What follows belongs to an exercise in optimizing a design on an open flow for small area and a short achievable clock period; a production flow would make more cautious choices. No run shown here included a check of the RTL's function; only the layout flow was run. Power and IR drop assume default switching activity.

File: design/flow/design.v
module riscv_ex_mem_wb #(
   parameter int DMEM_WORDS = 64
) (
   input  logic        clk,
   input  logic        reset,
   input  logic [31:0] PC_ID,
   input  logic [31:0] IMM_ID,
   input  logic [31:0] REG_DATA1_ID,
   input  logic [31:0] REG_DATA2_ID,
   input  logic [2:0]  FUNCT3_ID,
   input  logic [6:0]  FUNCT7_ID,
   input  logic [6:0]  OPCODE_ID,
   input  logic [4:0]  RD_ID,
   input  logic [4:0]  RS1_ID,
   input  logic [4:0]  RS2_ID,
   output logic        IF_ID_write,
   output logic        PC_write,
   output logic        PCSrc,
   output logic [31:0] PC_Branch,
   output logic        RegWrite_WB,
   output logic [31:0] ALU_DATA_WB,
   output logic [4:0]  RD_WB
);
   localparam int AW = $clog2(DMEM_WORDS);
   localparam logic [6:0] OP_R  = 7'b0110011;
   localparam logic [6:0] OP_I  = 7'b0010011;
   localparam logic [6:0] OP_LW = 7'b0000011;
   localparam logic [6:0] OP_SW = 7'b0100011;
   localparam logic [6:0] OP_BR = 7'b1100011;
   logic        id_wr, id_ld, id_st, id_br, id_bne, id_imm_sel, uses_rs2;
   logic        id_add, id_sub, id_and, id_or, id_xor, id_slt, id_sll, id_srl;
   logic [31:0] id_a, id_b;
   logic        stall, load_id;
   logic        idex_wr, idex_wa, idex_ld, idex_st, idex_br, idex_bne;
   logic        idex_sub, idex_and, idex_or, idex_xor, idex_slt, idex_sh, idex_srl;
   logic        idex_hz;                  
   logic        fa_ex, fa_wb, fb_ex, fb_wb, ob_ex, ob_wb;
   logic [31:0] idex_a, idex_b, idex_opb, idex_tgt;
   logic [4:0]  idex_rd;
   logic [31:0] fwd_a, fwd_b, alu_b, alu_res, sum, sh_in, sh_out;
   logic        slt, taken;
   logic        exmem_wr, exmem_ld, exmem_st, pcsrc_q, squash;
   logic [31:0] exmem_alu, exmem_store, exmem_target;
   logic [4:0]  exmem_rd;
   logic [31:0]          dmem [DMEM_WORDS];
   logic [DMEM_WORDS-1:0] dvalid;
   logic [AW-1:0]        mem_addr;
   logic [31:0]          load_data;
   logic                 rw_q;
   logic [31:0]          memwb_data;
   logic [4:0]           memwb_rd;
   always_comb begin
      id_wr = 1'b0; id_ld = 1'b0; id_st = 1'b0; id_br = 1'b0; id_bne = 1'b0;
      id_imm_sel = 1'b0;
      id_add = 1'b0; id_sub = 1'b0; id_and = 1'b0; id_or = 1'b0; id_xor = 1'b0;
      id_slt = 1'b0; id_sll = 1'b0; id_srl = 1'b0;
      case (OPCODE_ID)
         OP_R: begin
            id_wr = 1'b1;
            case (FUNCT3_ID)
               3'b000:  if (FUNCT7_ID == 7'b0100000) id_sub = 1'b1; else id_add = 1'b1;
               3'b111:  id_and = 1'b1;
               3'b110:  id_or  = 1'b1;
               3'b100:  id_xor = 1'b1;
               3'b010:  id_slt = 1'b1;
               3'b001:  id_sll = 1'b1;
               3'b101:  id_srl = 1'b1;
               default: id_wr  = 1'b0;
            endcase
         end
         OP_I: begin
            id_wr      = 1'b1;
            id_imm_sel = 1'b1;
            case (FUNCT3_ID)
               3'b000:  id_add = 1'b1;
               3'b111:  id_and = 1'b1;
               3'b110:  id_or  = 1'b1;
               3'b100:  id_xor = 1'b1;
               3'b010:  id_slt = 1'b1;
               default: id_wr  = 1'b0;
            endcase
         end
         OP_LW: begin
            id_imm_sel = 1'b1;
            id_add     = 1'b1;
            if (FUNCT3_ID == 3'b010) begin
               id_wr = 1'b1;
               id_ld = 1'b1;
            end
         end
         OP_SW: begin
            id_imm_sel = 1'b1;
            id_add     = 1'b1;
            id_st      = (FUNCT3_ID == 3'b010);
         end
         OP_BR: begin
            id_br  = (FUNCT3_ID == 3'b000) || (FUNCT3_ID == 3'b001);
            id_bne = FUNCT3_ID[0];
         end
         default: ;
      endcase
   end
   always_comb begin
      uses_rs2    = (OPCODE_ID == OP_R) || (OPCODE_ID == OP_SW) || (OPCODE_ID == OP_BR);
      stall       = idex_hz && !pcsrc_q &&
                    ((idex_rd == RS1_ID) || (uses_rs2 && (idex_rd == RS2_ID)));
      load_id     = !(pcsrc_q || squash || stall);
      IF_ID_write = !stall;
      PC_write    = !stall;
      id_a        = (RegWrite_WB && (RD_WB == RS1_ID)) ? ALU_DATA_WB : REG_DATA1_ID;
      id_b        = (RegWrite_WB && (RD_WB == RS2_ID)) ? ALU_DATA_WB : REG_DATA2_ID;
   end
   always_ff @(posedge clk or negedge reset) begin
      if (!reset) begin
         idex_wr <= 1'b0; idex_wa <= 1'b0; idex_ld <= 1'b0; idex_st <= 1'b0;
         idex_br <= 1'b0; idex_hz <= 1'b0;
         fa_ex <= 1'b0; fa_wb <= 1'b0; fb_ex <= 1'b0; fb_wb <= 1'b0;
         ob_ex <= 1'b0; ob_wb <= 1'b0;
         exmem_wr <= 1'b0; exmem_ld <= 1'b0; exmem_st <= 1'b0;
         pcsrc_q <= 1'b0; squash <= 1'b0; rw_q <= 1'b0;
      end else begin
         idex_wr <= load_id && id_wr;
         idex_wa <= load_id && id_wr && !id_ld;
         idex_ld <= load_id && id_ld;
         idex_st <= load_id && id_st;
         idex_br <= load_id && id_br;
         idex_hz <= load_id && id_ld && (RD_ID != 5'd0) && !pcsrc_q;
         fa_ex <= (RS1_ID != 5'd0) && idex_wa && !pcsrc_q && (idex_rd == RS1_ID);
         fa_wb <= (RS1_ID != 5'd0) && exmem_wr && (exmem_rd == RS1_ID);
         fb_ex <= (RS2_ID != 5'd0) && idex_wa && !pcsrc_q && (idex_rd == RS2_ID);
         fb_wb <= (RS2_ID != 5'd0) && exmem_wr && (exmem_rd == RS2_ID);
         ob_ex <= !id_imm_sel && (RS2_ID != 5'd0) && idex_wa && !pcsrc_q && (idex_rd == RS2_ID);
         ob_wb <= !id_imm_sel && (RS2_ID != 5'd0) && exmem_wr && (exmem_rd == RS2_ID);
         exmem_wr <= idex_wr && !pcsrc_q;
         exmem_ld <= idex_ld && !pcsrc_q;
         exmem_st <= idex_st && !pcsrc_q;
         pcsrc_q  <= idex_br && !pcsrc_q && taken;
         squash   <= pcsrc_q;
         rw_q     <= exmem_wr && (exmem_rd != 5'd0);
      end
   end
   always_ff @(posedge clk) begin
      idex_bne <= id_bne;
      idex_sub <= id_sub || id_slt;
      idex_and <= id_and;
      idex_or  <= id_or;
      idex_xor <= id_xor;
      idex_slt <= id_slt;
      idex_sh  <= id_sll || id_srl;
      idex_srl <= id_srl;
      idex_a   <= id_a;
      idex_b   <= id_b;
      idex_opb <= id_imm_sel ? IMM_ID : id_b;
      idex_tgt <= PC_ID + IMM_ID;
      idex_rd  <= RD_ID;
   end
   always_comb begin
      fwd_a = fa_ex ? exmem_alu : fa_wb ? ALU_DATA_WB : idex_a;
      fwd_b = fb_ex ? exmem_alu : fb_wb ? ALU_DATA_WB : idex_b;
      alu_b = ob_ex ? exmem_alu : ob_wb ? ALU_DATA_WB : idex_opb;
      sum   = fwd_a + (alu_b ^ {32{idex_sub}}) + {31'd0, idex_sub};
      slt   = (fwd_a[31] ^ alu_b[31]) ? fwd_a[31] : sum[31];
      for (int i = 0; i < 32; i++) sh_in[i] = idex_srl ? fwd_a[31-i] : fwd_a[i];
      sh_out = sh_in << alu_b[4:0];
      if (idex_and)      alu_res = fwd_a & alu_b;
      else if (idex_or)  alu_res = fwd_a | alu_b;
      else if (idex_xor) alu_res = fwd_a ^ alu_b;
      else if (idex_slt) alu_res = {31'd0, slt};
      else if (idex_sh)  for (int i = 0; i < 32; i++) alu_res[i] = idex_srl ? sh_out[31-i] : sh_out[i];
      else               alu_res = sum;
      taken = idex_bne ^ (fwd_a == fwd_b);
   end
   always_ff @(posedge clk) begin
      exmem_alu    <= alu_res;
      exmem_store  <= fwd_b;
      exmem_rd     <= idex_rd;
      exmem_target <= idex_tgt;
   end
   assign PCSrc     = pcsrc_q;
   assign PC_Branch = exmem_target;
   assign mem_addr  = exmem_alu[AW+1:2];
   always_comb begin
      load_data = '0;
      for (int i = 0; i < DMEM_WORDS; i++)
         if (mem_addr == i[AW-1:0] && dvalid[i]) load_data = load_data | dmem[i];
   end
   for (genvar i = 0; i < DMEM_WORDS; i++) begin : g_word
      always_ff @(posedge clk or negedge reset) begin
         if (!reset)                                     dvalid[i] <= 1'b0;
         else if (exmem_st && mem_addr == i[AW-1:0])     dvalid[i] <= 1'b1;
      end
      always_ff @(posedge clk) begin
         if (exmem_st && mem_addr == i[AW-1:0]) dmem[i] <= exmem_store;
      end
   end
   always_ff @(posedge clk) begin
      memwb_data <= exmem_ld ? load_data : exmem_alu;
      memwb_rd   <= exmem_rd;
   end
   assign RegWrite_WB = rw_q;
   assign ALU_DATA_WB = memwb_data;
   assign RD_WB       = memwb_rd;
endmodule
File: design/flow/constraint.sdc
create_clock -name core_clock -period 7.2 [get_ports {clk}]
set_input_delay 1.4400 -clock core_clock [delete_from_list [all_inputs] [get_ports {clk}]]
set_output_delay 1.4400 -clock core_clock [all_outputs]
set_load 0.01 [all_outputs]
File: design/flow/run.sh
#!/bin/bash
# synth_recipe.tcl (not shown) runs the flow's synth.tcl, then flattens the netlist and writes it again
# the make line also repeats each setting of config.mk as NAME=value (left out here)
make -C /OpenROAD-flow-scripts/flow DESIGN_CONFIG=/design/flow/config.mk WORK_HOME=/design/flow/orfs CLKGATE_MAP_FILE= SYNTH_SCRIPT=/design/flow/synth_recipe.tcl finish
File: design/flow/config.mk
export PLATFORM = sky130hd
export DESIGN_NAME = riscv_ex_mem_wb
export DESIGN_NICKNAME = riscv_ex_mem_wb
export VERILOG_FILES = /design/flow/design.v
export SDC_FILE = /design/flow/constraint.sdc
export NUM_CORES = 4
export LEC_CHECK = 0
export CAP_MARGIN = 20
export CORE_MARGIN = 2
export CORE_UTILIZATION = 40
export SLEW_MARGIN = 20
==> summary.txt, run 1 <==
- Broken down by cell family, the worst path's largest delay share belongs to simple AND/OR/NAND/NOR gates.
- The normalized max-slew margin is roughly 11%.
- Sequential cells were found to cover 73.2% of the synthesized design area.
- At the later pin of the worst-skew pair, clock insertion delay measures around 970 ps.
- The mapped netlist covers between 0.09 and 0.1 sq mm.
- The number of clock sinks seen by CTS is 2409.
- The number of violations reported at the end of detailed-routing iteration 0 is 12892.
- The run finished with no timing, DRC or antenna violations.
- The count of flip-flops with a built-in enable after synthesis is around 2000.
- At the pin with the least slew margin, the transition time is between 1000 and 1500 ps.
- The floorplan die width is just under 500 um.
- The unique cell type count in the Yosys netlist is just over 80.
- The total number of H-tree levels is 4.
- The total overflow left after global routing is 0.
- The number of vias per cell is slightly below 7.
- The multi-input combinational cells in the finished layout cover a total of roughly 0.024 sq mm.
- The number of cells in the finished layout apart from fillers is 9727.
- At the worst endpoint, the required time is between 7000 and 8000 ps.
- The final-layout setup total negative slack is 0 ps.
- The biggest fanout along the worst timing path is 17.
- The number of setup buffers added after CTS is 0.
- The total placed cells including tap cells is 9253.
- In this run the mean area of a mapped cell was about 16 sq um.
- Across the VDD grid, the largest voltage drop is ~0.00027 V.
- The cell area after layout is 0.110 sq mm.
- The floorplan has 178 rows.
- Setup violations remaining at the end of the flow were counted as 0.
- Across the routed clock network, the largest skew measured is about 120 ps.
- The sequential cells in the finished layout cover a total of 0.0693 sq mm.
- After detailed placement, the total cell area comes to between 0.1 and 0.15 sq mm.
- After synthesis, the share of flip-flops with an asynchronous set or reset is around 3.4%.
- The number of global-route vias before repair is 61436.
- The power density over the cells is approximately 270 mW/mm^2.
- The final hold violation count is 0.
- The worst register-to-register path has a setup slack of approximately 2000 ps.
- The top cell type by area accounts for 65.1% of the synthesized area.
- Relative to the synthesized area, the layout overhead comes to 16.2%.
- The buffering stage count on the worst path with inverters included is 2.
- The least setup slack across all paths after layout is between 1500 and 2000 ps.
- In the post-synthesis netlist, the cell with the most instances is sky130_fd_sc_hd__edfxtp_1.
- The type of the worst setup path is reg -> reg.
- In this run, synthesis produced a sequential element count of roughly 2400.
- The max-slew violation total from the final report is 0.
- In the routed design, unresolved DRC markers number 0.
- The number of antenna violations at the first check in global routing is between 40 and 50.
- At the end of routability-driven placement, the weighted congestion stood at between 0.9 and 1.
- The root buffer cell chosen for the clock tree is sky130_fd_sc_hd__clkbuf_16.
- Clock tree synthesis inserted a total of approximately 240 buffers.
- The number of buffers inserted by port buffering is approximately 230.
- The initial core utilization is 40.2%.
- The largest area contributor in the synthesized netlist is sky130_fd_sc_hd__edfxtp_1.
- The number of fillers in the final layout is around 20000.
- The number of nets in the final layout is ~6600.
- Sorting the synthesized cells by how often they occur yields 2048 x sky130_fd_sc_hd__edfxtp_1, 528 x sky130_fd_sc_hd__a22oi_1, 325 x sky130_fd_sc_hd__clkbuf_1.
- The cell with the largest stage delay on the worst path is sky130_fd_sc_hd__dfxtp_1.
- The count of yosys warnings during synthesis is 2.
- By area the synthesized netlist is led by sky130_fd_sc_hd__edfxtp_1 65%, sky130_fd_sc_hd__dfxtp_1 5.9%, sky130_fd_sc_hd__a22oi_1 4.2%.
- Setup repair after global routing left no endpoint under its margin.
- The worst setup slack after placement is roughly 2100 ps.
- The sort of element at the end of the critical path is a flip-flop.
- The static leakage is 36.0 nW.
- The remaining antenna violation count after routing is 0.
- The total area inside the core boundary comes to approximately 0.23 sq mm.
- The total routed wirelength is 435 mm.
- The maximum clock frequency is ~190 MHz.
- The total power is around 0.030 W.
- When the netlist entered floorplanning its net count stood at around 6300.
- The pin count of the biggest net entering global routing is 65.
- STA classifies the critical path startpoint as a flip-flop.
- The routed design could run at a clock period as short as roughly 5200 ps.
- The length of the first detailed-routing pass in iterations is 9.
- At the worst endpoint, the arrival time is about 6000 ps.
- The floorplan die height is about 490 um.
- Gates resized during post-CTS repair numbered 0.
- The signal on the critical path passes through and2_0, and3_2, buf_4, buf_4, a22oi_1, nand4_1, nor4_1, nand4_1, o32a_1.
- Global routing used 35.5% of the available tracks across all layers.
- Hold repair after CTS inserted 0 buffers.
- The final HPWL from detailed placement is 264 mm.
- The average routed wire per standard cell is 44.8 um.
- Synthesis produced ~6000 cells.
- In this design, the stage delay of the slowest critical-path cell is slightly below 1000 ps.
- After clock tree synthesis, the clock-pin slew on the worst setup and hold paths is 60 ps.
- The worst min-delay path class is reg -> reg.
- The share of the clock period used by the worst path is roughly 73%.
- The routed layout has approximately 67000 vias.
- The first-pass GRT wire length is 567 mm.
- The floorplan step defined a die boundary enclosing roughly 0.24 sq mm.
- TritonCTS built the clock tree.
- The clock tree buffer depth is 3.
- Cells with a size suffix above 1 make up 15.2% of the layout.
- The number of violations of the max-capacitance limit is 0.
- For this run, the leading register cell type out of synthesis is sky130_fd_sc_hd__edfxtp_1.
- The I/O pin count is 235.
==> metrics by stage <==
| stage | utilization [%] | hold WS (ps) |
|---|---|---|
| after floorplan | - | 310 |
| after global placement | 43.3 | 312 |
| after detailed placement | 43.3 | 312 |
| after CTS | 46.6 | 327 |
| after global routing | 46.7 | 329 |
| final | 46.7 | 325 |
==> path summary, 6_finish.rpt <==
check / depth (start not counted) / from / end
worst max-delay path: 9 / exmem_alu[6] / memwb_data[5]
worst min-delay path: 0 / idex_tgt[6] / exmem_target[6]
worst max register to register: 9 / exmem_alu[6] / memwb_data[5]
worst min register to register: 0 / idex_tgt[6] / exmem_target[6]
max in group asynchronous: 2 / reset / dvalid[63]
min in group asynchronous: 1 / reset / dvalid[57]
==> state kept, by name, indices dropped and copies added (netlist names), 5 cells and up <==
name,cells
dmem,2048
dvalid,64
exmem_alu,32
exmem_rd,5
exmem_store,32
exmem_target,32
idex_a,32
idex_b,32
idex_opb,32
idex_rd,5
idex_tgt,32
memwb_data,32
memwb_rd,5
==> where the power goes <==
group | total (W) | internal [W] | switching [W]
clock network | 0.0125 | 0.00695 | 0.00559
logic | 0.00162 | 0.000631 | 0.000990
registers | 0.0159 | 0.0153 | 0.000546
total | 0.0300 | 0.0229 | 0.00713
==> area by class of cell <==
cell class              instances  share of cell area [%]
flip-flops and latches       2409                    63.1
multi-input cells            3120                    21.8
clock buffers                 337                    5.96
repair buffers                476                    3.98
well taps                    3150                    3.59
clock inverters               108                    1.15
inverters                     100                   0.344
diodes                         27                  0.0616
==> kinds of logic after synthesis <==
logic type,count (synthesis),share of synthesized area (%)
buffers and inverters,493,2.04
and+or+nand+nor,1006,5.44
muxes,334,4.13
xor gates and xnor gates,146,1.35
adders and majority gates,127,1.70
DFF,2409,73.2
AOI/OAI and AO/OA,1507,12.1
==> cells in the final DEF, fill, tap and decap left out, types with 33 or more instances in the layout <==
master	n
sky130_fd_sc_hd__a21oi_1	152
sky130_fd_sc_hd__a221oi_1	231
sky130_fd_sc_hd__a222oi_1	36
sky130_fd_sc_hd__a22o_1	218
sky130_fd_sc_hd__a22oi_1	528
sky130_fd_sc_hd__and3_2	66
sky130_fd_sc_hd__buf_4	227
sky130_fd_sc_hd__clkbuf_1	75
sky130_fd_sc_hd__clkbuf_16	236
sky130_fd_sc_hd__clkdlybuf4s50_1	233
sky130_fd_sc_hd__clkinv_2	33
sky130_fd_sc_hd__dfrtp_1	75
sky130_fd_sc_hd__dfxtp_1	244
sky130_fd_sc_hd__edfxtp_1	2048
sky130_fd_sc_hd__ha_1	125
sky130_fd_sc_hd__inv_1	88
sky130_fd_sc_hd__mux2_2	112
sky130_fd_sc_hd__mux2i_1	187
sky130_fd_sc_hd__nand2_1	218
sky130_fd_sc_hd__nand3_1	89
sky130_fd_sc_hd__nand4_1	191
sky130_fd_sc_hd__nor2_1	126
sky130_fd_sc_hd__nor2_4	64
sky130_fd_sc_hd__nor3_1	48
sky130_fd_sc_hd__nor4_1	39
sky130_fd_sc_hd__o21a_1	43
sky130_fd_sc_hd__o21ai_0	91
sky130_fd_sc_hd__or2_2	72
sky130_fd_sc_hd__xnor2_1	114
==> metal layers <==
| metal | vias to the layer above | wire (um) | global-route usage [%] |
|---|---|---|---|
| li1 | 24907 | - | - |
| met1 | 33788 | 152000 | 45.4 |
| met2 | 6503 | 181000 | 51.0 |
| met3 | 1590 | 68900 | 13.3 |
| met4 | 42 | 33100 | 21.6 |
| met5 | - | 586 | 1.43 |
==> inputs of run 2 (changes only) <==
--- a/design/flow/config.mk
+++ b/design/flow/config.mk
@@ -8,4 +8,5 @@
 export CAP_MARGIN = 20
 export CORE_MARGIN = 2
 export CORE_UTILIZATION = 40
+export SETUP_SLACK_MARGIN = 3.0
 export SLEW_MARGIN = 20
==> summary.txt, run 2 <==
- The flow ran to the end and the layout has no timing, DRC or antenna violations.
- The power density over the cells is 271 mW/mm^2 (-1.1%).
- The clock latency at the later pin of the worst-skew pair is 950 ps (-20 ps).
- For this design, the slowest cell found on the critical path is sky130_fd_sc_hd__and3_2.
- The met3 track demand over resource is 13.7% (+0.36 points).
- The minimum clock period after layout is 4400 ps (-840 ps).
- The number of vias in the routed layout came to 67527 (+1.0%).
- sky130_fd_sc_hd__edfxtp_1 is the most common cell in the netlist.
- The most frequent standard cell in the layout excluding fill and tap cells is sky130_fd_sc_hd__edfxtp_1.
- The largest vdd supply drop came to 0.000217 V (-20%).
- The total number of H-tree levels is 4 (unchanged).
- The number of flip-flops under the largest register name came to 2048 (unchanged).
- The count of yosys warnings during synthesis came to 2 (unchanged).
- The kind of start point of the critical path is a flip-flop.
- In the synthesized netlist the dominant register cell turns out to be sky130_fd_sc_hd__edfxtp_1.
- The initial core utilization was 40.2% (unchanged).
- The buffering stage count on the worst path with inverters included is 2 (unchanged).
- The number of standard cells after synthesis is 6022 (unchanged).
- The largest registers in the layout are dmem: 2048 flops, dvalid: 64 flops.
- The core region area is 0.235 sq mm (unchanged).
- The maximum clock frequency came to 227 MHz (+19%).
- The met1 demand-to-capacity share in global routing is 45.9% (+0.51 points).
- Setup repair after global routing could not meet its margin everywhere.
- The unique cell type count in the Yosys netlist came to 83 (unchanged).
- The number of clock sinks seen by CTS is 2409 (unchanged).
- The static leakage was 36.4 nW (+1.1%).
- By area the synthesized netlist is led by sky130_fd_sc_hd__edfxtp_1 65%, sky130_fd_sc_hd__dfxtp_1 5.9%, sky130_fd_sc_hd__a22oi_1 4.2%.
- The transition at the pin with the smallest max-transition slack is 1280 ps (-51.6 ps).
- The number of nets in the final layout is 6694 (+0.95%).
- The register cell area after layout is 0.0693 sq mm (about the same).
- The worst min-delay path class is reg -> reg.
- The length of the first detailed-routing pass in iterations came to 8 (-1).
- The number of buffers inserted by port buffering came to 234 (unchanged).
- The max-slew violation total from the final report is 0 (unchanged).
- The area growth from synthesis to layout is 17.2%.
- The gate family responsible for the most delay along the worst path is simple AND/OR/NAND/NOR gates.
- The final hold violation count is 0 (unchanged).
- The remaining antenna violation count after routing was 0 (unchanged).
- The netlist area before placement is 0.0944 sq mm (unchanged).
- The mean area per synthesized cell is 15.7 sq um (unchanged).
- The area share of the leading cell type in the synthesized netlist is 65.1% (unchanged).
- Traced cell by cell, the critical path runs through buf_4, nand2b_1, nor3_1, and3_2, buf_4, a22o_1, a221oi_1, nand4_1, o32a_1.
- The number of violations of the max-capacitance limit is 0 (unchanged).
- The CTS tree is built.
- The delay of the slowest critical-path stage is 960 ps (about the same).
- The post-route clock skew is 113 ps (-2.87 ps).
- The net count of the mapped netlist is 6311 (unchanged).
- The biggest fanout along the worst timing path is 18 (+1).
- The pin count of the biggest net entering global routing is 65 (unchanged).
- The final-report setup violation count is 0 (unchanged).
- The data arrival at the endpoint of the critical path is 5070 ps (-860 ps).
- The average routed wire per standard cell came to 44.6 um (-0.33%).
- The number of global-route vias before repair is 61559 (+0.20%).
- The floorplan die width is 490 um (unchanged).
- The remaining design rule violation count was 0 (unchanged).
- The largest area contributor in the synthesized netlist is sky130_fd_sc_hd__edfxtp_1.
- The sort of element at the end of the critical path is a flip-flop.
- The number of violations reported at the end of detailed-routing iteration 0 came to 13489 (+4.6%).
- The placer's final routability congestion estimate is 0.970 (-1.2%).
- The worst setup slack for register-to-register paths is 2800 ps (+840 ps).
- The floorplan die height is 490 um (unchanged).
- The start point of the worst hold path is idex_tgt[0].
- The met2 track demand over resource is 51.0% (about the same).
- The fraction of synthesis flops using an asynchronous set or reset pin was 3.40% (unchanged).
- The clock slew seen by the registers of the worst setup and hold paths is 70 ps (about the same).
- The worst hold path terminates at exmem_target[0].
- The normalized max-slew margin came to 13.8% (+3.1 points).
- In this design, the critical path's most frequently occurring cell is sky130_fd_sc_hd__buf_4.
- The worst setup slack after placement came to 1830 ps (-306 ps).
- The overall track demand over capacity in global routing came to 35.6% (+0.12 points).
- The final HPWL from detailed placement is 264 mm (+0.22%).
- The launch point of the worst path is exmem_alu[3].
- The flip-flop and latch count after synthesis came to 2409 (unchanged).
- The layer flagged by global routing as most heavily used is met2.
- The endpoint identified for the worst register-to-register timing path is memwb_data[4].
- The share of the clock period used by the worst path is 61.1% (-12 points).
- The number of antenna violations at the first check in global routing is 41 (-15%).
- The count of cells along the worst hold path is 0 (unchanged).
- The total power is 0.0299 W (-0.30%).
- The clock buffer count from CTS is 238 (+1.3%).
- The type of the worst setup path is reg -> reg.
- The depth of the worst register-to-register path is 9 (unchanged).
- The fraction of the yosys area taken by sequential cells is 73.2% (unchanged).
- The number of fillers in the final layout is 19958 (+0.27%).
- The clock tree buffer depth is 3 (unchanged).
- The endpoint required time on the critical path came to 7870 ps (-20 ps).
- The number of vias per cell is 6.90 (+0.39%).
- Counting instances in the post-synthesis netlist gives the leading cell types as 2048 x sky130_fd_sc_hd__edfxtp_1, 528 x sky130_fd_sc_hd__a22oi_1, 325 x sky130_fd_sc_hd__clkbuf_1.
- The remaining global-route overflow came to 0 (unchanged).
- The count of flip-flops with a built-in enable after synthesis is 2048 (unchanged).
- The I/O pin count came to 235 (unchanged).
- The proportion of layout cells with a drive suffix above 1 was 17.1% (+1.9 points).
- The die footprint is 0.240 sq mm (unchanged).
- The number of buffers inserted by hold repair at cts is 0 (unchanged).
- The combined area of the multi-input logic cells was 0.0243 sq mm (+1.4%).
- The first-pass GRT wire length was 570 mm (+0.44%).
- The cell sitting at the root of the clock tree is a sky130_fd_sc_hd__clkbuf_16.
- The total routed wirelength is 437 mm (+0.31%).
- The final-layout setup total negative slack is 0 ps (unchanged).
- The register with the most flip-flops is dmem.
- The worst register-to-register path begins at exmem_alu[3].
- The cell row count is 178 (unchanged).
- The least setup slack across all paths after layout came to 2800 ps (+840 ps).
- In the layout the commonest cells are 2048 x sky130_fd_sc_hd__edfxtp_1, 527 x sky130_fd_sc_hd__a22oi_1, 271 x sky130_fd_sc_hd__buf_4.
[run 2: per-stage QoR]
stage | std cells | hold slack (ps) | instance area (sq um) | util (%)
after floorplan | 6022 | 310 | 94400 | -
after global placement | 9268 | 310 | 102000 | 43.3
after detailed placement | 9273 | 312 | 102000 | 43.4
after CTS | 9743 | 325 | 110000 | 46.9
after global routing | 9763 | 327 | 111000 | 47.1
final | 9790 | 325 | 111000 | 47.1
[run 2: cell families (layout without fill, tap and decap cells)]
family,count (synthesis),count (layout),synth area share [%]
other,0,30,0
adder cells (fa/ha/maj),127,127,1.70
XOR/XNOR,146,146,1.35
buffers and inverters,493,1080,2.04
AND/OR/NAND/NOR,1006,1006,5.44
AO/OA/AOI/OAI,1507,1508,12.1
multiplexers,334,334,4.13
flip-flops,2409,2409,73.2
[run 2: power breakdown]
part | total (W) | leakage, nW | internal [W] | switching (W)
Clock | 0.0124 | 3.77 | 0.00683 | 0.00557
Combinational | 0.00172 | 10.7 | 0.000657 | 0.00106
Sequential | 0.0158 | 21.9 | 0.0153 | 0.000492
Total | 0.0299 | 36.4 | 0.0228 | 0.00712
[run 2: repair_timing]
| action | 4_1_cts | 5_1_grt |
|---|---|---|
| setup buffers | 24 | 13 |
| gates cloned | 1 | 0 |
| endpoints found under the setup margin | 204 | 29 |
| pin swaps | 17 | 19 |
| gates resized for setup | 103 | 59 |
[run 2: cell type report]
cell class,count,share of cell area (%)
Tap cell,3150,3.56
Inverter,100,0.379
Antenna cell,30,0.0678
Sequential cell,2409,62.6
Timing Repair Buffer,535,4.49
Clock buffer,311,5.80
Clock inverter,134,1.16
Multi-Input combinational cell,3121,21.9
[run 2: worst max path at each step]
stage,end,slack (ps),depth (start not counted)
floorplan,exmem_alu[30],3090,16
global placement,exmem_alu[30],1830,13
detailed placement,exmem_alu[30],1830,13
CTS,exmem_alu[2],2970,11
global route,exmem_alu[26],2970,15
finish,memwb_data[4],2800,9
[run 2: routing by layer]
layer	up-vias	wire [um]
li1	25052	-
met2	6722	181000
met4	42	31900
met3	1541	71200
met5	-	487
met1	34170	152000
==> inputs of run 3 (changes only) <==
--- a/design/flow/config.mk
+++ b/design/flow/config.mk
@@ -8,5 +8,5 @@
 export CAP_MARGIN = 20
 export CORE_MARGIN = 2
 export CORE_UTILIZATION = 40
-export SETUP_SLACK_MARGIN = 3.0
+export SETUP_SLACK_MARGIN = 4.0
 export SLEW_MARGIN = 20
==> summary.txt, run 3 <==
- The number of violations of the max-capacitance limit is 0 (unchanged).
- The I/O pin count was 235 (unchanged).
- The clock tree root buffer cell is sky130_fd_sc_hd__clkbuf_16.
- The power density over the cells is 266 mW/mm^2 (-1.8%).
- The clock buffer count from CTS came to 237 (-0.42%).
- The number of vias per cell is 6.92 (+0.26%).
- STA classifies the critical path startpoint as a primary input.
- The number of clock sinks seen by CTS was 2409 (unchanged).
- In the post-synthesis netlist, the biggest area contributors are sky130_fd_sc_hd__edfxtp_1 65%, sky130_fd_sc_hd__dfxtp_1 5.9%, sky130_fd_sc_hd__a22oi_1 4.2%.
- The clock latency at the later pin of the worst-skew pair is 950 ps (about the same).
- The clock tree buffer depth is 3 (unchanged).
- The minimum clock period after layout is 4060 ps (-345 ps).
- The share of the clock period used by the worst path is 56.3% (-4.8 points).
- The count of flip-flops with a built-in enable after synthesis was 2048 (unchanged).
- The total routed wirelength was 455 mm (+4.2%).
- The largest registers in the layout are dmem: 2048 flops, dvalid: 64 flops.
- The placer's final routability congestion estimate is 0.980 (+1.1%).
- The run finished with no timing, DRC or antenna violations.
- The final-report setup violation count came to 0 (unchanged).
- The flip-flop and latch count after synthesis is 2409 (unchanged).
- The final hold violation count is 0 (unchanged).
- The final HPWL from detailed placement is 272 mm (+2.9%).
- The first-pass GRT wire length is 587 mm (+2.9%).
- The remaining antenna violation count after routing was 0 (unchanged).
- The critical path endpoint is PC_write.
- The depth of the worst register-to-register path came to 12 (+3).
- The core region area is 0.235 sq mm (unchanged).
- The largest area contributor in the synthesized netlist is sky130_fd_sc_hd__edfxtp_1.
- The transition at the pin with the smallest max-transition slack is 1310 ps (+27.3 ps).
- The remaining design rule violation count is 0 (unchanged).
- In this run the worst setup path begins at OPCODE_ID[1].
- The floorplan die width is 490 um (unchanged).
- The number of standard cells after synthesis is 6022 (unchanged).
- The commonest register cell after synthesis is sky130_fd_sc_hd__edfxtp_1.
- The count of yosys warnings during synthesis is 2 (unchanged).
- The most frequent standard cell in the layout excluding fill and tap cells is sky130_fd_sc_hd__edfxtp_1.
- The endpoint required time on the critical path is 5760 ps (-2110 ps).
- The data arrival at the endpoint of the critical path is 2620 ps (-2450 ps).
- The mean area per synthesized cell is 15.7 sq um (unchanged).
- The number of nets in the final layout is 7029 (+5.0%).
- The max-slew violation total from the final report is 0 (unchanged).
- The fraction of the yosys area taken by sequential cells came to 73.2% (unchanged).
- The area share of the leading cell type in the synthesized netlist is 65.1% (unchanged).
- The number of violations reported at the end of detailed-routing iteration 0 is 13120 (-2.7%).
- The sort of element at the end of the critical path is an output pin.
- The number of buffers inserted by hold repair at cts was 0 (unchanged).
- The proportion of layout cells with a drive suffix above 1 is 26.4% (+9.3 points).
- The worst setup slack for register-to-register paths is 3190 ps (+390 ps).
- Setup repair after global routing could not meet its margin everywhere.
- The worst min-delay path class is reg -> reg.
- The register with the most flip-flops is dmem.
- The die footprint is 0.240 sq mm (unchanged).
- The fraction of synthesis flops using an asynchronous set or reset pin is 3.40% (unchanged).
- The post-route clock skew was 101 ps (-11.4 ps).
- The unique cell type count in the Yosys netlist is 83 (unchanged).
- The biggest fanout along the worst timing path is 3 (-15).
- The clock slew seen by the registers of the worst setup and hold paths is 60 ps (about the same).
- The length of the first detailed-routing pass in iterations is 9 (+1).
- The static leakage is 39.1 nW (+7.4%).
- The normalized max-slew margin came to 12.3% (-1.6 points).
- The number of flip-flops under the largest register name is 2048 (unchanged).
- The largest vdd supply drop was 0.000275 V (+27%).
- The endpoint identified for the worst register-to-register timing path is exmem_alu[26].
- The total number of H-tree levels is 4 (unchanged).
- The growth of design area from synthesis to finish is 24.0%.
- The cell row count came to 178 (unchanged).
- The pin count of the biggest net entering global routing is 66 (+1.5%).
- The least setup slack across all paths after layout is 3140 ps (+345 ps).
- The number of buffers inserted by port buffering came to 234 (unchanged).
- The average routed wire per standard cell is 44.9 um (+0.60%).
- The floorplan die height was 490 um (unchanged).
- The remaining global-route overflow is 0 (unchanged).
- The number of global-route vias before repair was 62984 (+2.3%).
- The library cells used most frequently in the layout, excluding fill and tap cells, are 2048 x sky130_fd_sc_hd__edfxtp_1, 510 x sky130_fd_sc_hd__a22oi_1, 472 x sky130_fd_sc_hd__buf_4.
- The type of the worst setup path is in -> out.
- The final-layout setup total negative slack was 0 ps (unchanged).
- The worst flop-to-flop path startpoint is exmem_alu[19].
- The number of vias in the routed layout is 70117 (+3.8%).
- Among all cell types in the netlist, the one instantiated most often is sky130_fd_sc_hd__edfxtp_1.
- The number of antenna violations at the first check in global routing is 49 (+20%).
- The overall track demand over capacity in global routing is 36.8% (+1.2 points).
- The net count of the mapped netlist is 6311 (unchanged).
- TritonCTS built the clock tree.
- The commonest cells after synthesis are 2048 x sky130_fd_sc_hd__edfxtp_1, 528 x sky130_fd_sc_hd__a22oi_1, 325 x sky130_fd_sc_hd__clkbuf_1.
- The worst setup slack after placement is 2180 ps (+358 ps).
- The maximum clock frequency is 247 MHz (+8.5%).
- The netlist area before placement is 0.0944 sq mm (unchanged).
- The initial core utilization came to 40.2% (unchanged).
run 3: timing repair:
item,in CTS,in global routing
setup endpoints to repair,1425,270
cloned,6,5
pin swaps,177,141
resized for setup,730,246
setup buffers,227,130
run 3: final cells by class:
class	count	area [sq um]
repair buffers	870	8430
diodes	36	90.1
flip-flops and latches	2409	69400
clock inverters	164	1880
fillers	19491	118000
repair inverters	2	27.5
well taps	3150	3940
clock buffers	288	6240
inverters	100	458
multi-input cells	3120	26600
run 3: report_power, final:
group | total (W) | internal (W) | switching, W
Sequential | 0.0159 | 0.0153 | 0.000529
Clock | 0.0130 | 0.00729 | 0.00566
Combinational | 0.00225 | 0.000934 | 0.00132
Total | 0.0311 | 0.0236 | 0.00751
run 3: critical path, cell delays in order:
cell and delay [ps]:
sky130_fd_sc_hd__dlygate4sd2_1 240, sky130_fd_sc_hd__nand3_4 120, sky130_fd_sc_hd__nor3_4 230, sky130_fd_sc_hd__a21oi_2 50, sky130_fd_sc_hd__o21ai_1 170, sky130_fd_sc_hd__and2_1 160
sky130_fd_sc_hd__nand2b_1 70, sky130_fd_sc_hd__buf_2 140
run 3: cells by family after synthesis:
| group | count (synthesis) | share of synthesized area (%) |
|---|---|---|
| AOI/OAI and AO/OA | 1507 | 12.1 |
| xor gates and xnor gates | 146 | 1.35 |
| adders and majority gates | 127 | 1.70 |
| buffers and inverters | 493 | 2.04 |
| DFF | 2409 | 73.2 |
| muxes | 334 | 4.13 |
| and+or+nand+nor | 1006 | 5.44 |
run 3: stage by stage:
stage	area (sq um)	utilization (%)	total power, W	hold WS, ps	instances
floorplan	94800	-	0.0166	310	6022
CTS	115000	48.8	0.0308	326	9968
global placement	102000	43.5	0.0178	310	9280
finish	117000	49.8	0.0311	326	10139
detailed placement	102000	43.5	0.0178	312	9283
global route	117000	49.8	0.0317	330	10110
run 3: metal layers:
| metal | global-route usage [%] | share of wire, % | wire length [um] | vias to the layer above |
|---|---|---|---|---|
| met1 | 46.6 | 34 | 156000 | 35548 |
| met4 | 22.7 | 7.9 | 36100 | 20 |
| met3 | 14.0 | 16 | 72500 | 1794 |
| met5 | 0 | 0.043 | 194 | - |
| met2 | 53.3 | 42 | 190000 | 6996 |
| li1 | - | - | - | 25759 |
run 3: how the worst min path moves through the flow:
stage | startpoint | endpoint | slack [ps] | cells past startpoint
2_1_floorplan | idex_tgt[0] | exmem_target[0] | 310 | 0
3_3_place_gp | idex_tgt[2] | exmem_target[2] | 310 | 0
3_5_place_dp | idex_tgt[21] | exmem_target[21] | 310 | 0
4_1_cts | idex_tgt[21] | exmem_target[21] | 330 | 0
5_1_grt | idex_tgt[21] | exmem_target[21] | 330 | 0
6_report | idex_tgt[10] | exmem_target[10] | 330 | 0
==> inputs of run 4 (changes only) <==
--- a/design/flow/config.mk
+++ b/design/flow/config.mk
@@ -8,5 +8,7 @@
 export CAP_MARGIN = 20
 export CORE_MARGIN = 2
 export CORE_UTILIZATION = 40
+export CTS_BUF_LIST = sky130_fd_sc_hd__clkbuf_8
+export CTS_CLUSTER_SIZE = 24
 export SETUP_SLACK_MARGIN = 4.0
 export SLEW_MARGIN = 20
==> summary.txt, run 4 <==
- The run finished with no timing, DRC or antenna violations.
- The number of buffers inserted by hold repair at cts came to 0 (unchanged).
- The total number of H-tree levels was 5 (+1).
- The number of vias in the routed layout is 70564 (+0.64%).
- The number of violations of the max-capacitance limit is 0 (unchanged).
- The mean area per synthesized cell is 15.7 sq um (unchanged).
- The length of the first detailed-routing pass in iterations is 6 (-3).
- STA classifies the critical path endpoint as an output pin.
- The area share of the leading cell type in the synthesized netlist came to 65.1% (unchanged).
- The most frequently used cell type in the post-synthesis netlist is sky130_fd_sc_hd__edfxtp_1.
- The kind of start point of the critical path is a primary input.
- The netlist area before placement is 0.0944 sq mm (unchanged).
- The post-route clock skew is 162 ps (+60.5 ps).
- The maximum clock frequency is 247 MHz (+0.13%).
- The number of nets in the final layout came to 7210 (+2.6%).
- Setup repair after global routing could not meet its margin everywhere.
- The biggest fanout along the worst timing path came to 3 (unchanged).
- The count of flip-flops with a built-in enable after synthesis is 2048 (unchanged).
- The overall track demand over capacity in global routing is 37.1% (+0.29 points).
- In the post-synthesis netlist, the biggest area contributors are sky130_fd_sc_hd__edfxtp_1 65%, sky130_fd_sc_hd__dfxtp_1 5.9%, sky130_fd_sc_hd__a22oi_1 4.2%.
- The endpoint required time on the critical path is 5760 ps (about the same).
- The normalized max-slew margin is 22.1% (+9.8 points).
- The number of flip-flops under the largest register name is 2048 (unchanged).
- The buffering stage count on the worst path with inverters included is 2 (unchanged).
- The number of vias per cell is 6.78 (-2.0%).
- The remaining global-route overflow is 0 (unchanged).
- The most frequent standard cell in the layout excluding fill and tap cells is sky130_fd_sc_hd__edfxtp_1.
- The cell with the largest stage delay on the worst path is sky130_fd_sc_hd__dlygate4sd2_1.
- The number of clock sinks seen by CTS is 2409 (unchanged).
- The clock tree buffer depth was 4 (+1).
- The placer's final routability congestion estimate is 0.980 (unchanged).
- Grouping stages by cell kind, the critical path spends the most delay in simple AND/OR/NAND/NOR gates.
- The fraction of the yosys area taken by sequential cells is 73.2% (unchanged).
- Counting flops per register, the top entry is dmem.
- The clock slew seen by the registers of the worst setup and hold paths is 60 ps (about the same).
- The minimum clock period after layout came to 4050 ps (-5.13 ps).
- The total routed wirelength came to 457 mm (+0.51%).
- The clock buffer count from CTS is 395 (+67%).
- The transition at the pin with the smallest max-transition slack came to 1170 ps (-145 ps).
- The share of the core filled with cells came to 49.7% (-0.16 points).
- The remaining antenna violation count after routing came to 0 (unchanged).
- The worst min-delay path class is in -> async.
- By area, the combinational part of the netlist is dominated by compound AO/OA/AOI/OAI gates.
- After synthesis, the most frequently instantiated cells are 2048 x sky130_fd_sc_hd__edfxtp_1, 528 x sky130_fd_sc_hd__a22oi_1, 325 x sky130_fd_sc_hd__clkbuf_1.
- The net count of the mapped netlist is 6311 (unchanged).
- The largest total area in the synthesized netlist belongs to sky130_fd_sc_hd__edfxtp_1.
- The top cell types in the final layout, fill and taps aside, are 2048 x sky130_fd_sc_hd__edfxtp_1, 510 x sky130_fd_sc_hd__a22oi_1, 480 x sky130_fd_sc_hd__buf_4.
- The least setup slack across all paths after layout is 3150 ps (+5.13 ps).
- The proportion of synthesized area in mux cells is 4.13% (unchanged).
- The number of antenna violations at the first check in global routing was 49 (unchanged).
- The initial core utilization is 40.2% (unchanged).
- The proportion of layout cells with a drive suffix above 1 is 28.0% (+1.6 points).
- The post-synthesis simple-gate area fraction is 5.44% (unchanged).
- The unique cell type count in the Yosys netlist is 83 (unchanged).
- The largest vdd supply drop is 0.000195 V (-29%).
- The number of violations reported at the end of detailed-routing iteration 0 is 13220 (+0.76%).
- The floorplan die height is 490 um (unchanged).
- The remaining design rule violation count is 0 (unchanged).
- The average routed wire per standard cell was 43.9 um (-2.2%).
- The flip-flop and latch count after synthesis is 2409 (unchanged).
- The adder and majority gate portion of the synthesized area is 1.70% (unchanged).
- The xor and xnor area share after synthesis is 1.35% (unchanged).
- The number of standard cells after synthesis is 6022 (unchanged).
- The setup path with the least slack is of type in -> out.
- The final HPWL from detailed placement is 272 mm (unchanged).
- The clock latency at the later pin of the worst-skew pair is 1190 ps (+240 ps).
- The largest registers in the layout are dmem: 2048 flops, dvalid: 64 flops.
- The count of yosys warnings during synthesis is 2 (unchanged).
- The share of the clock period used by the worst path is 56.3% (-0.071 points).
- The critical path goes through dlygate4sd2_1, nand3_4, nor3_4, a21oi_2, o21ai_1, and2_1, nand2b_1, buf_2.
- The worst hold margin is 137 ps (-189 ps).
- The core region area is 0.235 sq mm (unchanged).
- The max-slew violation total from the final report is 0 (unchanged).
- The worst setup slack for register-to-register paths came to 3340 ps (+150 ps).
- The commonest register cell after synthesis is sky130_fd_sc_hd__edfxtp_1.
- The final-layout setup total negative slack came to 0 ps (unchanged).
- The number of global-route vias before repair is 64792 (+2.9%).
- The I/O pin count is 235 (unchanged).
- The area growth from synthesis to layout is 23.6%.
- The cell row count was 178 (unchanged).
- The number of buffers inserted by port buffering came to 234 (unchanged).
- The data arrival at the endpoint of the critical path came to 2610 ps (about the same).
- The fraction of synthesis flops using an asynchronous set or reset pin came to 3.40% (unchanged).
- The power density over the cells is 257 mW/mm^2 (-3.4%).
- The pin count of the biggest net entering global routing is 66 (unchanged).
- The floorplan die width is 490 um (unchanged).
- The delay of the slowest critical-path stage is 240 ps (about the same).
- The CTS tree is built.
- The die footprint was 0.240 sq mm (unchanged).
- The static leakage is 39.6 nW (+1.4%).
- The worst setup slack after placement is 2180 ps (unchanged).
- The compound-cell area share of the yosys netlist is 12.1% (unchanged).
- The final-report setup violation count came to 0 (unchanged).
- The final hold violation count is 0 (unchanged).
- The clock tree root buffer cell is sky130_fd_sc_hd__clkbuf_8.
- The first-pass GRT wire length came to 592 mm (+0.96%).
run 4: cell counts after synthesis:
No cell type changed its count.
run 4: layout make-up:
class	count	area, sq um
Multi-Input combinational cell	3120	26500
Tap cell	3150	3940
Clock buffer	425	5850
Sequential cell	2409	69400
Antenna cell	37	92.6
Clock inverter	279	1620
Fill cell	19680	118000
Timing Repair inverter	2	25.0
Timing Repair Buffer	893	8810
Inverter	100	454
run 4: worst register-to-register path, cell delays in order (launching register included):
cell and delay [ps]:
sky130_fd_sc_hd__dfrtp_2 430, sky130_fd_sc_hd__buf_12 170, sky130_fd_sc_hd__buf_12 130, sky130_fd_sc_hd__buf_6 120, sky130_fd_sc_hd__mux2i_1 130, sky130_fd_sc_hd__o21a_4 260, sky130_fd_sc_hd__xnor2_2 160, sky130_fd_sc_hd__ha_1 370
sky130_fd_sc_hd__o21ai_4 240, sky130_fd_sc_hd__a21oi_4 70, sky130_fd_sc_hd__o31ai_4 330, sky130_fd_sc_hd__a21oi_4 120, sky130_fd_sc_hd__a22oi_2 470, sky130_fd_sc_hd__buf_4 210, sky130_fd_sc_hd__o21ai_1 60, sky130_fd_sc_hd__a211o_1 270
sky130_fd_sc_hd__a221oi_2 220, sky130_fd_sc_hd__o21ai_1 90
run 4: worst paths after layout:
path | startpoint | to | depth (start not counted)
worst max-delay path | OPCODE_ID[1] | PC_write | 8
worst min-delay path | reset | exmem_st | 1
worst max register to register | ob_wb | exmem_alu[26] | 17
worst min register to register | idex_rd[2] | exmem_rd[2] | 0
max in group asynchronous | reset | dvalid[8] | 2
min in group core_clock | idex_rd[2] | exmem_rd[2] | 0
run 4: timing repair:
item | 4_1_cts | 5_1_grt
endpoints found under the setup margin | 1329 | 256
gates cloned | 5 | 4
pin swaps | 145 | 149
buffers inserted | 258 | 124
resized for setup | 893 | 217
run 4: through the flow:
| stage | power, W | instance area, sq um | instances |
|---|---|---|---|
| 6_report | 0.0299 | 117000 | 10415 |
| 5_1_grt | 0.0306 | 117000 | 10388 |
| 4_1_cts | 0.0297 | 114000 | 10250 |
| 3_5_place_dp | 0.0178 | 102000 | 9283 |
| 3_3_place_gp | 0.0178 | 102000 | 9280 |
| 2_1_floorplan | 0.0166 | 94800 | 6022 |
run 4: metal layers:
layer	GRT usage, %	routed length, um	vias to the layer above
li1	-	-	26175
met1	47.1	157000	35604
met2	53.1	190000	7010
met3	13.9	73400	1743
met4	24.1	36300	32
met5	0.262	304	-
run 4: cell families after synthesis:
logic type	after synthesis
DFF	2409
AOI/OAI and AO/OA	1507
and+or+nand+nor	1006
buffers and inverters	493
muxes	334
xor gates and xnor gates	146
adders and majority gates	127
run 4: power breakdown:
group | switching, W | total [W] | internal (W)
Combinational | 0.00138 | 0.00240 | 0.00101
Sequential | 0.000505 | 0.0159 | 0.0154
Clock | 0.00563 | 0.0117 | 0.00606
==> inputs of run 5 (changes only) <==
--- a/design/flow/design.v
+++ b/design/flow/design.v
@@ -21,7 +21,11 @@
    output logic [31:0] ALU_DATA_WB,
    output logic [4:0]  RD_WB
 );
-   localparam int AW = $clog2(DMEM_WORDS);
+   localparam int AW  = $clog2(DMEM_WORDS);
+   localparam int LO  = (AW + 1) / 2;      
+   localparam int HI  = AW - LO;           
+   localparam int NLO = 1 << LO;
+   localparam int NHI = 1 << HI;
    localparam logic [6:0] OP_R  = 7'b0110011;
    localparam logic [6:0] OP_I  = 7'b0010011;
    localparam logic [6:0] OP_LW = 7'b0000011;
@@ -32,19 +36,20 @@
    logic [31:0] id_a, id_b;
    logic        stall, load_id;
    logic        idex_wr, idex_wa, idex_ld, idex_st, idex_br, idex_bne;
-   logic        idex_sub, idex_and, idex_or, idex_xor, idex_slt, idex_sh, idex_srl;
+   logic        idex_sub, idex_and, idex_or, idex_xor, idex_slt, idex_sh, idex_srl, idex_tgo;
    logic        idex_hz;                  
    logic        fa_ex, fa_wb, fb_ex, fb_wb, ob_ex, ob_wb;
-   logic [31:0] idex_a, idex_b, idex_opb, idex_tgt;
+   logic [31:0] idex_a, idex_b, idex_opb;
    logic [4:0]  idex_rd;
    logic [31:0] fwd_a, fwd_b, alu_b, alu_res, sum, sh_in, sh_out;
    logic        slt, taken;
    logic        exmem_wr, exmem_ld, exmem_st, pcsrc_q, squash;
-   logic [31:0] exmem_alu, exmem_store, exmem_target;
+   logic [31:0] exmem_alu, exmem_store;
+   logic [NHI-1:0] rd_hi, wr_hi;
+   logic [NLO-1:0] wd_lo;      
    logic [4:0]  exmem_rd;
    logic [31:0]          dmem [DMEM_WORDS];
    logic [DMEM_WORDS-1:0] dvalid;
-   logic [AW-1:0]        mem_addr;
    logic [31:0]          load_data;
    logic                 rw_q;
    logic [31:0]          memwb_data;
@@ -118,6 +123,7 @@
          ob_ex <= 1'b0; ob_wb <= 1'b0;
          exmem_wr <= 1'b0; exmem_ld <= 1'b0; exmem_st <= 1'b0;
          pcsrc_q <= 1'b0; squash <= 1'b0; rw_q <= 1'b0;
+         rd_hi <= '0; wr_hi <= '0;
       end else begin
          idex_wr <= load_id && id_wr;
          idex_wa <= load_id && id_wr && !id_ld;
@@ -137,6 +143,10 @@
          pcsrc_q  <= idex_br && !pcsrc_q && taken;
          squash   <= pcsrc_q;
          rw_q     <= exmem_wr && (exmem_rd != 5'd0);
+         for (int k = 0; k < NHI; k++) begin
+            rd_hi[k] <= idex_ld && !pcsrc_q && (sum[2+LO +: HI] == k[HI-1:0]);
+            wr_hi[k] <= idex_st && !pcsrc_q && (sum[2+LO +: HI] == k[HI-1:0]);
+         end
       end
    end
    always_ff @(posedge clk) begin
@@ -150,8 +160,8 @@
       idex_srl <= id_srl;
       idex_a   <= id_a;
       idex_b   <= id_b;
-      idex_opb <= id_imm_sel ? IMM_ID : id_b;
-      idex_tgt <= PC_ID + IMM_ID;
+      idex_tgo <= id_br;
+      idex_opb <= id_br ? PC_ID + IMM_ID : id_imm_sel ? IMM_ID : id_b;
       idex_rd  <= RD_ID;
    end
    always_comb begin
@@ -166,6 +176,7 @@
       else if (idex_or)  alu_res = fwd_a | alu_b;
       else if (idex_xor) alu_res = fwd_a ^ alu_b;
       else if (idex_slt) alu_res = {31'd0, slt};
+      else if (idex_tgo) alu_res = idex_opb;
       else if (idex_sh)  for (int i = 0; i < 32; i++) alu_res[i] = idex_srl ? sh_out[31-i] : sh_out[i];
       else               alu_res = sum;
       taken = idex_bne ^ (fwd_a == fwd_b);
@@ -174,27 +185,26 @@
       exmem_alu    <= alu_res;
       exmem_store  <= fwd_b;
       exmem_rd     <= idex_rd;
-      exmem_target <= idex_tgt;
+      for (int k = 0; k < NLO; k++) wd_lo[k] <= (sum[2 +: LO] == k[LO-1:0]);
    end
    assign PCSrc     = pcsrc_q;
-   assign PC_Branch = exmem_target;
-   assign mem_addr  = exmem_alu[AW+1:2];
+   assign PC_Branch = exmem_alu;
    always_comb begin
       load_data = '0;
       for (int i = 0; i < DMEM_WORDS; i++)
-         if (mem_addr == i[AW-1:0] && dvalid[i]) load_data = load_data | dmem[i];
+         if (rd_hi[i/NLO] && wd_lo[i%NLO] && dvalid[i]) load_data = load_data | dmem[i];
    end
    for (genvar i = 0; i < DMEM_WORDS; i++) begin : g_word
       always_ff @(posedge clk or negedge reset) begin
          if (!reset)                                     dvalid[i] <= 1'b0;
-         else if (exmem_st && mem_addr == i[AW-1:0])     dvalid[i] <= 1'b1;
+         else if (wr_hi[i/NLO] && wd_lo[i%NLO])              dvalid[i] <= 1'b1;
       end
       always_ff @(posedge clk) begin
-         if (exmem_st && mem_addr == i[AW-1:0]) dmem[i] <= exmem_store;
+         if (wr_hi[i/NLO] && wd_lo[i%NLO]) dmem[i] <= exmem_store;
       end
    end
    always_ff @(posedge clk) begin
-      memwb_data <= exmem_ld ? load_data : exmem_alu;
+      memwb_data <= load_data | (exmem_ld ? 32'd0 : exmem_alu);
       memwb_rd   <= exmem_rd;
    end
    assign RegWrite_WB = rw_q;
--- a/design/flow/config.mk
+++ b/design/flow/config.mk
@@ -8,7 +8,5 @@
 export CAP_MARGIN = 20
 export CORE_MARGIN = 2
 export CORE_UTILIZATION = 40
-export CTS_BUF_LIST = sky130_fd_sc_hd__clkbuf_8
-export CTS_CLUSTER_SIZE = 24
-export SETUP_SLACK_MARGIN = 4.0
+export SETUP_SLACK_MARGIN = 3.2
 export SLEW_MARGIN = 20
==> summary.txt, run 5 <==
- The mean area per synthesized cell is 15.4 sq um (-1.9%).
- The sort of element at the end of the critical path is an output pin.
- The first-pass GRT wire length came to 584 mm (-1.3%).
- The delay of the slowest critical-path stage is 340 ps (+100 ps).
- In the final layout, the registers with the most flip-flops are dmem: 2048 flops, dvalid: 64 flops.
- The number of fillers in the final layout is 20216 (+2.7%).
- The number of clock sinks seen by CTS was 2369 (-1.7%).
- The final hold violation count came to 0 (unchanged).
- The remaining global-route overflow was 0 (unchanged).
- The unique cell type count in the Yosys netlist came to 95 (+14%).
- The worst register-to-register path ends at memwb_data[12].
- The number of violations of the max-capacitance limit is 0 (unchanged).
- The fraction of synthesis flops using an asynchronous set or reset pin is 4.09% (+0.69 points).
- The depth of the worst register-to-register path came to 7 (-10).
- The minimum clock period after layout was 4220 ps (+166 ps).
- The total met2 wirelength after detailed routing came to 190 mm (-0.24%).
- The switching power is 0.00741 W (-1.4%).
- The number of vias in the routed layout came to 68283 (-3.2%).
- The kind of start point of the critical path is a primary input.
- The amount of wire on met3 after detailed routing is 70.2 mm (-4.4%).
- The commonest register cell after synthesis is sky130_fd_sc_hd__edfxtp_1.
- The sequential power share is 51.5% (-1.5 points).
- The power share of the combinational group is 6.5% (-1.5 points).
- The switching part of the total power was 24.5% (-0.66 points).
- Setup repair after global routing could not meet its margin everywhere.
- The net count of the mapped netlist is 6441 (+2.1%).
- In the post-synthesis netlist, the biggest area contributors are sky130_fd_sc_hd__edfxtp_1 65%, sky130_fd_sc_hd__dfxtp_1 4.7%, sky130_fd_sc_hd__a22oi_1 3.7%.
- The flow ran to the end and the layout has no timing, DRC or antenna violations.
- The clock tree buffer depth is 3 (-1).
- The flip-flop and latch count after synthesis is 2369 (-1.7%).
- For this design, the slowest cell found on the critical path is sky130_fd_sc_hd__nor3_4.
- The routed metal-1 wirelength is 155 mm (-1.0%).
- The clock network fraction of total power is 41.9% (+2.9 points).
- The start point of the worst hold path is idex_rd[3].
- The placer's final routability congestion estimate is 0.990 (+0.98%).
- The I/O pin count is 235 (unchanged).
- The type of the worst setup path is in -> out.
- The worst hold path passes through 0 cells.
- The least setup slack across all paths after layout is 2980 ps (-166 ps).
- The largest total area in the synthesized netlist belongs to sky130_fd_sc_hd__edfxtp_1.
- The normalized max-slew margin was 12.6% (-9.5 points).
- The register cell area after layout came to 0.0685 sq mm (-1.2%).
- The proportion of layout cells with a drive suffix above 1 came to 17.0% (-11 points).
- The final-layout setup total negative slack is 0 ps (unchanged).
- The overall track demand over capacity in global routing is 36.2% (-0.91 points).
- The fraction of the yosys area taken by sequential cells was 72.3% (-0.90 points).
- The number of violations reported at the end of detailed-routing iteration 0 came to 13055 (-1.2%).
- By count the netlist is led by 2048 x sky130_fd_sc_hd__edfxtp_1, 463 x sky130_fd_sc_hd__a22oi_1, 317 x sky130_fd_sc_hd__clkbuf_1.
- The floorplan die height is 490 um (about the same).
- The number of flip-flops under the largest register name was 2048 (unchanged).
- Grouping stages by cell kind, the critical path spends the most delay in simple AND/OR/NAND/NOR gates.
- The floorplan die width was 490 um (about the same).
- The initial core utilization came to 40.2% (about the same).
- The data arrival at the endpoint of the critical path was 2780 ps (+170 ps).
- The power density over the cells was 274 mW/mm^2 (+6.8%).
- The number of vias per cell was 6.90 (+1.8%).
- The area share of the leading cell type in the synthesized netlist is 65.0% (-0.12 points).
- The cell row count is 178 (unchanged).
- The top cell types in the final layout, fill and taps aside, are 2048 x sky130_fd_sc_hd__edfxtp_1, 462 x sky130_fd_sc_hd__a22oi_1, 263 x sky130_fd_sc_hd__a221oi_1.
- The maximum clock frequency was 237 MHz (-3.9%).
- The buffering stage count on the worst path with inverters included is 2 (unchanged).
- Compared with the post-synthesis result, the final layout area differs by 16.9%.
- The number of stages on the worst setup path is 6 (-2).
- The static leakage is 36.8 nW (-7.2%).
- The internal power consumption is 0.0229 W (+2.1%).
- The max-slew violation total from the final report is 0 (unchanged).
- The number of global-route vias before repair is 62235 (-3.9%).
- The netlist area before placement is 0.0946 sq mm (+0.18%).
- The average routed wire per standard cell came to 45.4 um (+3.4%).
- The count of yosys warnings during synthesis is 2 (unchanged).
- The count of flip-flops with a built-in enable after synthesis is 2048 (unchanged).
- The post-route clock skew came to 115 ps (-47.4 ps).
- dmem holds more flip-flops than any other register.
- The total power is 0.0303 W (+1.3%).
- By instance count, the leading cell after synthesis is sky130_fd_sc_hd__edfxtp_1.
- The length of the first detailed-routing pass in iterations came to 6 (unchanged).
- The remaining design rule violation count is 0 (unchanged).
- Routed signal wires occupy layers up through met5.
- The number of buffers inserted by port buffering is 234 (unchanged).
- The combined area of the multi-input logic cells is 0.0249 sq mm (-6.1%).
- The total number of H-tree levels is 4 (-1).
- The sink of the worst hold path is exmem_rd[3].
- The endpoint required time on the critical path is 5760 ps (about the same).
- The library cell used most frequently in the layout, excluding fill and tap cells, is sky130_fd_sc_hd__edfxtp_1.
- The share of the clock period used by the worst path is 58.6% (+2.3 points).
- The number of buffers inserted by hold repair at cts is 0 (unchanged).
- The total routed wirelength came to 449 mm (-1.7%).
- The die footprint came to 0.240 sq mm (+0.18%).
- The biggest fanout along the worst timing path is 4 (+1).
- The number of standard cells after synthesis is 6152 (+2.2%).
- The clock buffer count from CTS was 232 (-41%).
- The largest vdd supply drop is 0.000236 V (+21%).
- The worst flop-to-flop path startpoint is rd_hi[0].
- The tightest min-delay check is of the reg -> reg type.
- The root buffer cell chosen for the clock tree is sky130_fd_sc_hd__clkbuf_16.
- Walking the worst path, the cells encountered are clkdlybuf4s15_1, xor2_1, nor3_4, o21ai_2, or2_4, buf_6.
- The number of antenna violations at the first check in global routing is 38 (-22%).
- The core region area was 0.235 sq mm (about the same).
- The worst setup slack for register-to-register paths is 3070 ps (-270 ps).
- TritonCTS built the clock tree.
- The clock latency at the later pin of the worst-skew pair is 950 ps (-240 ps).
- The final HPWL from detailed placement is 267 mm (-1.8%).
- The number of nets in the final layout was 6800 (-5.7%).
- The pin count of the biggest net entering global routing is 65 (-1.5%).
- The final-report setup violation count is 0 (unchanged).
- The clock slew seen by the registers of the worst setup and hold paths is 60 ps (about the same).
- The transition at the pin with the smallest max-transition slack is 1310 ps (+145 ps).
- The worst setup slack after placement was 1800 ps (-382 ps).
- The remaining antenna violation count after routing is 0 (unchanged).
==> run 5: final cells by class <==
cell class	instances	share of cell area, %
flip-flops and latches	2369	62.0
inverters	97	0.356
repair inverters	1	0.00452
clock buffers	293	5.63
clock inverters	148	1.53
diodes	30	0.0679
well taps	3150	3.56
repair buffers	526	4.38
multi-input cells	3284	22.5
==> run 5: stage by stage <==
step	cells	cell area [sq um]	util, %	hold slack, ps
CTS	9855	110000	46.8	413
detailed placement	9380	101000	43.1	409
global route	9870	111000	47.0	419
finish	9898	111000	47.0	414
floorplan	6152	94600	-	373
global placement	9379	101000	43.1	416
==> run 5: cell families after synthesis <==
family                     after synthesis  share of synthesized area (%)
AOI/OAI and AO/OA                     1596                           12.8
adders and majority gates              127                           1.70
DFF                                   2369                           72.3
buffers and inverters                  499                           2.12
xor gates and xnor gates               147                           1.36
and+or+nand+nor                       1112                           6.09
muxes                                  302                           3.62
==> run 5: how the worst max path moves through the flow <==
stage                     startpoint            end  slack [ps]
after floorplan                ob_wb  exmem_alu[26]        3220
after global placement     RS1_ID[0]    IF_ID_write        1660
after detailed placement   RS1_ID[2]       PC_write        1800
after CTS                  RS2_ID[4]       PC_write        2910
after global routing       RS2_ID[1]       PC_write        2950
final                      RS1_ID[3]       PC_write        2980
==> run 5: power groups by stage <==
stage | clock, W | combinational, W | sequential (W)
after floorplan | 0 | 0.000800 | 0.0156
after global placement | 0 | 0.00183 | 0.0159
after detailed placement | 0 | 0.00182 | 0.0159
after CTS | 0.0127 | 0.00188 | 0.0156
after global routing | 0.0132 | 0.00205 | 0.0156
final | 0.0127 | 0.00198 | 0.0156
==> run 5: what timing repair did <==
| action | in CTS | in global routing |
|---|---|---|
| pin swaps | 21 | 36 |
| setup endpoints to repair | 41 | 38 |
| gates cloned | 0 | 1 |
| resized for setup | 142 | 71 |
| setup buffers | 34 | 12 |
==> run 5: per-layer routing <==
layer	track usage [%]	vias to the layer above
li1	-	25496
met1	46.1	34590
met2	52.9	6692
met3	13.3	1473
met4	21.4	32
met5	0	-

-- what the ideal ports hide --
Ports are ideal in the flow. The routed layouts listed here were re-timed in OpenROAD. Step 1, drivers: a clkbuf_16 drives clk and a buf_2 each remaining input, both assumed. Step 2 also shifts input and output timing later by t, the mid clock arrival at the registers, as if the neighbouring blocks saw the same clock. Slacks: ideal / step 1 / step 2; pairs: ideal / step 1.
run | shift t [ns] | setup slack, ns | clock arrival spread, ns | slew at the worst register clock pin (ns) | worst slew at a driven data input, ns
run 1 | 1.016 | 1.960 / 1.960 / 1.960 | 0.116 / 0.116 | 0.07 / 0.07 | 0.10
run 2 | 0.980 | 2.800 / 2.800 / 2.332 | 0.115 / 0.116 | 0.08 / 0.08 | 0.16
run 3 | 0.994 | 3.145 / 3.063 / 3.063 | 0.102 / 0.102 | 0.07 / 0.07 | 0.15
run 4 | 1.204 | 3.150 / 3.066 / 2.897 | 0.163 / 0.163 | 0.08 / 0.08 | 0.15
run 5 | 0.990 | 2.984 / 2.950 / 2.390 | 0.115 / 0.115 | 0.07 / 0.07 | 0.14
After both steps every run listed still meets setup and hold. The setup slack of run 5, which loses most, moves by -0.034 ns with the drivers and by -0.594 ns with both steps.
